This design comes from an exercise in tuning for small area, a short achievable clock period and few clock cycles per item on the open sky130 flow, not from production work.
Only simulation tests tie the RTL to the original design; equivalence was not proved.

## zinc
Design murmur2_hash_bucket_select, start of the top module:
module murmur2_hash_bucket_select (
  input  logic        clk,
  input  logic        rst_n,
  input  logic        in_valid,
  output logic        in_stall,
  input  logic [31:0] in_data_word,
  input  logic [2:0]  in_valid_bytes,
  input  logic        in_last_word,
  input  logic [7:0]  in_key_length,
  output logic        out_valid,
  input  logic        out_stall,
  output logic [3:0]  out_bucket,
  output logic [31:0] out_hash_value,
  input  logic        cfg_valid,
  output logic        cfg_ready,
  input  logic        cfg_index,
  input  logic [31:0] cfg_data
);
  logic [31:0] seed_r;
  logic [3:0]  sm1_r;        
  logic        adv;
  logic        in_acc;
  logic        in_key_r;     
  logic        v0, blk0, tl0, last0, first0;
  logic [31:0] w0;
  logic [7:0]  len0;
  logic        v1, blk1, tl1, last1, first1;
  logic [31:0] k1_r;
  logic [7:0]  len1;
  logic        v2, blk2, tl2, last2;
  logic [31:0] km2_r;        
  logic [23:0] tm2_r;        
  logic [31:0] h_r;
  logic        fv;
  logic [31:0] hf_r;
  logic        gv;
  logic [31:0] g_r;
  logic        mv;
  logic [31:0] o_r;
  logic [5:0]  n15_r;
  logic [7:0]  u63_r;
  logic [7:0]  d13_r;
  logic [6:0]  d11_r;
  logic        out_valid_r;
  logic [31:0] out_hash_r;
  logic [3:0]  out_bucket_r;
  assign adv       = !(out_valid_r && out_stall);
  assign in_stall  = !adv;
  assign in_acc    = in_valid && adv;
  assign cfg_ready = 1'b1;
  assign out_valid      = out_valid_r;
  assign out_bucket     = out_bucket_r;
  assign out_hash_value = out_hash_r;
  logic        i_ne, i_blk;
  logic [31:0] i_w;
  always_comb begin
    i_ne    = (in_valid_bytes != 3'd0);
    i_blk   = in_valid_bytes[2];
    i_w[7:0]   = in_data_word[7:0];
  ...
For scale: about 3300 cells after synthesis, ~380 flip-flops, about 120 I/O pins, about 40000 sq um of cells after synthesis.
==> flow/config.mk <==
export PLATFORM = sky130hd
export DESIGN_NAME = murmur2_hash_bucket_select
export DESIGN_NICKNAME = murmur2_hash_bucket_select
export VERILOG_FILES = /design/flow/design.v
export SDC_FILE = /design/flow/constraint.sdc
export NUM_CORES = 4
export LEC_CHECK = 0
export CAP_MARGIN = 20
export CORE_MARGIN = 2
export CORE_UTILIZATION = 60
export PLACE_DENSITY = 0.6
export SETUP_SLACK_MARGIN = 3.2
export SLEW_MARGIN = 20
export SYNTH_HIERARCHICAL = 1
export SYNTH_MINIMUM_KEEP_SIZE = 0
==> flow/constraint.sdc <==
create_clock -name core_clock -period 9.0 [get_ports {clk}]
set_input_delay 1.8000 -clock core_clock [delete_from_list [all_inputs] [get_ports {clk}]]
set_output_delay 1.8000 -clock core_clock [all_outputs]
set_load 0.01 [all_outputs]
run.sh (not shown) runs the stock make flow with config.mk's settings and CLKGATE_MAP_FILE= SYNTH_SCRIPT=/design/flow/synth_recipe.tcl, a recipe that flattens the netlist after the stock synthesis.
zinc reached the final stage; the timing, DRC and antenna checks on its layout passed.
Testbench counts of zinc, summed over its fixed seeds: cycles 19,770, keys 3,000.
[inputs] juniper vs zinc
# zinc
export LEC_CHECK = 0
export CAP_MARGIN = 20
export CORE_MARGIN = 2
export CORE_UTILIZATION = 60
export PLACE_DENSITY = 0.6
export SETUP_SLACK_MARGIN = 3.2
export SLEW_MARGIN = 20
export SYNTH_HIERARCHICAL = 1
export SYNTH_MINIMUM_KEEP_SIZE = 0
create_clock -name core_clock -period 9.0 [get_ports {clk}]
# juniper
export LEC_CHECK = 0
export CAP_MARGIN = 20
export CORE_MARGIN = 2
export CORE_UTILIZATION = 60
export CTS_BUF_LIST = sky130_fd_sc_hd__clkbuf_4 sky130_fd_sc_hd__clkbuf_8
export PLACE_DENSITY = 0.6
export SETUP_SLACK_MARGIN = 3.1
export SLEW_MARGIN = 20
export SYNTH_HIERARCHICAL = 1
export SYNTH_MINIMUM_KEEP_SIZE = 0
create_clock -name core_clock -period 9.0 [get_ports {clk}]
## What came out
The flow did not stop early for juniper: all stages ran, and the layout cleared the timing, DRC and antenna checks. juniper vs. zinc: number of antenna diodes rose by 1; signed area change from the synthesized netlist to the final layout lower; post-layout minimum cycle time saw an increase; via count now sits at about the same level. The overall routed net length on zinc is in line with that on juniper.

-- afterwards: timing with drivers on the ports --
No port has a modelled driver above. Below, the same layouts with a new extraction and two added sets of constraints.
Step 1 (the two cells are an assumption about what drives the block):
set clk [get_ports {clk}]
set_driving_cell -lib_cell sky130_fd_sc_hd__clkbuf_16 $clk
set_driving_cell -lib_cell sky130_fd_sc_hd__buf_2 [delete_from_list [all_inputs] $clk]
Step 2, shift: input delay + t, output delay - t, t = (earliest + latest rising clock arrival at the registers) / 2. This alone moves slack from input paths to output paths.
Slacks: ideal / step 1 / step 2; pairs: ideal / step 1.
run | t, ns | setup slack, ns | worst slew at a driven data input, ns
zinc | 0.661 | 3.390 / 3.365 / 3.365 | 0.12
juniper | 0.736 | 3.267 / 3.242 / 3.242 | 0.12
After both steps setup and hold are still met in every run listed.
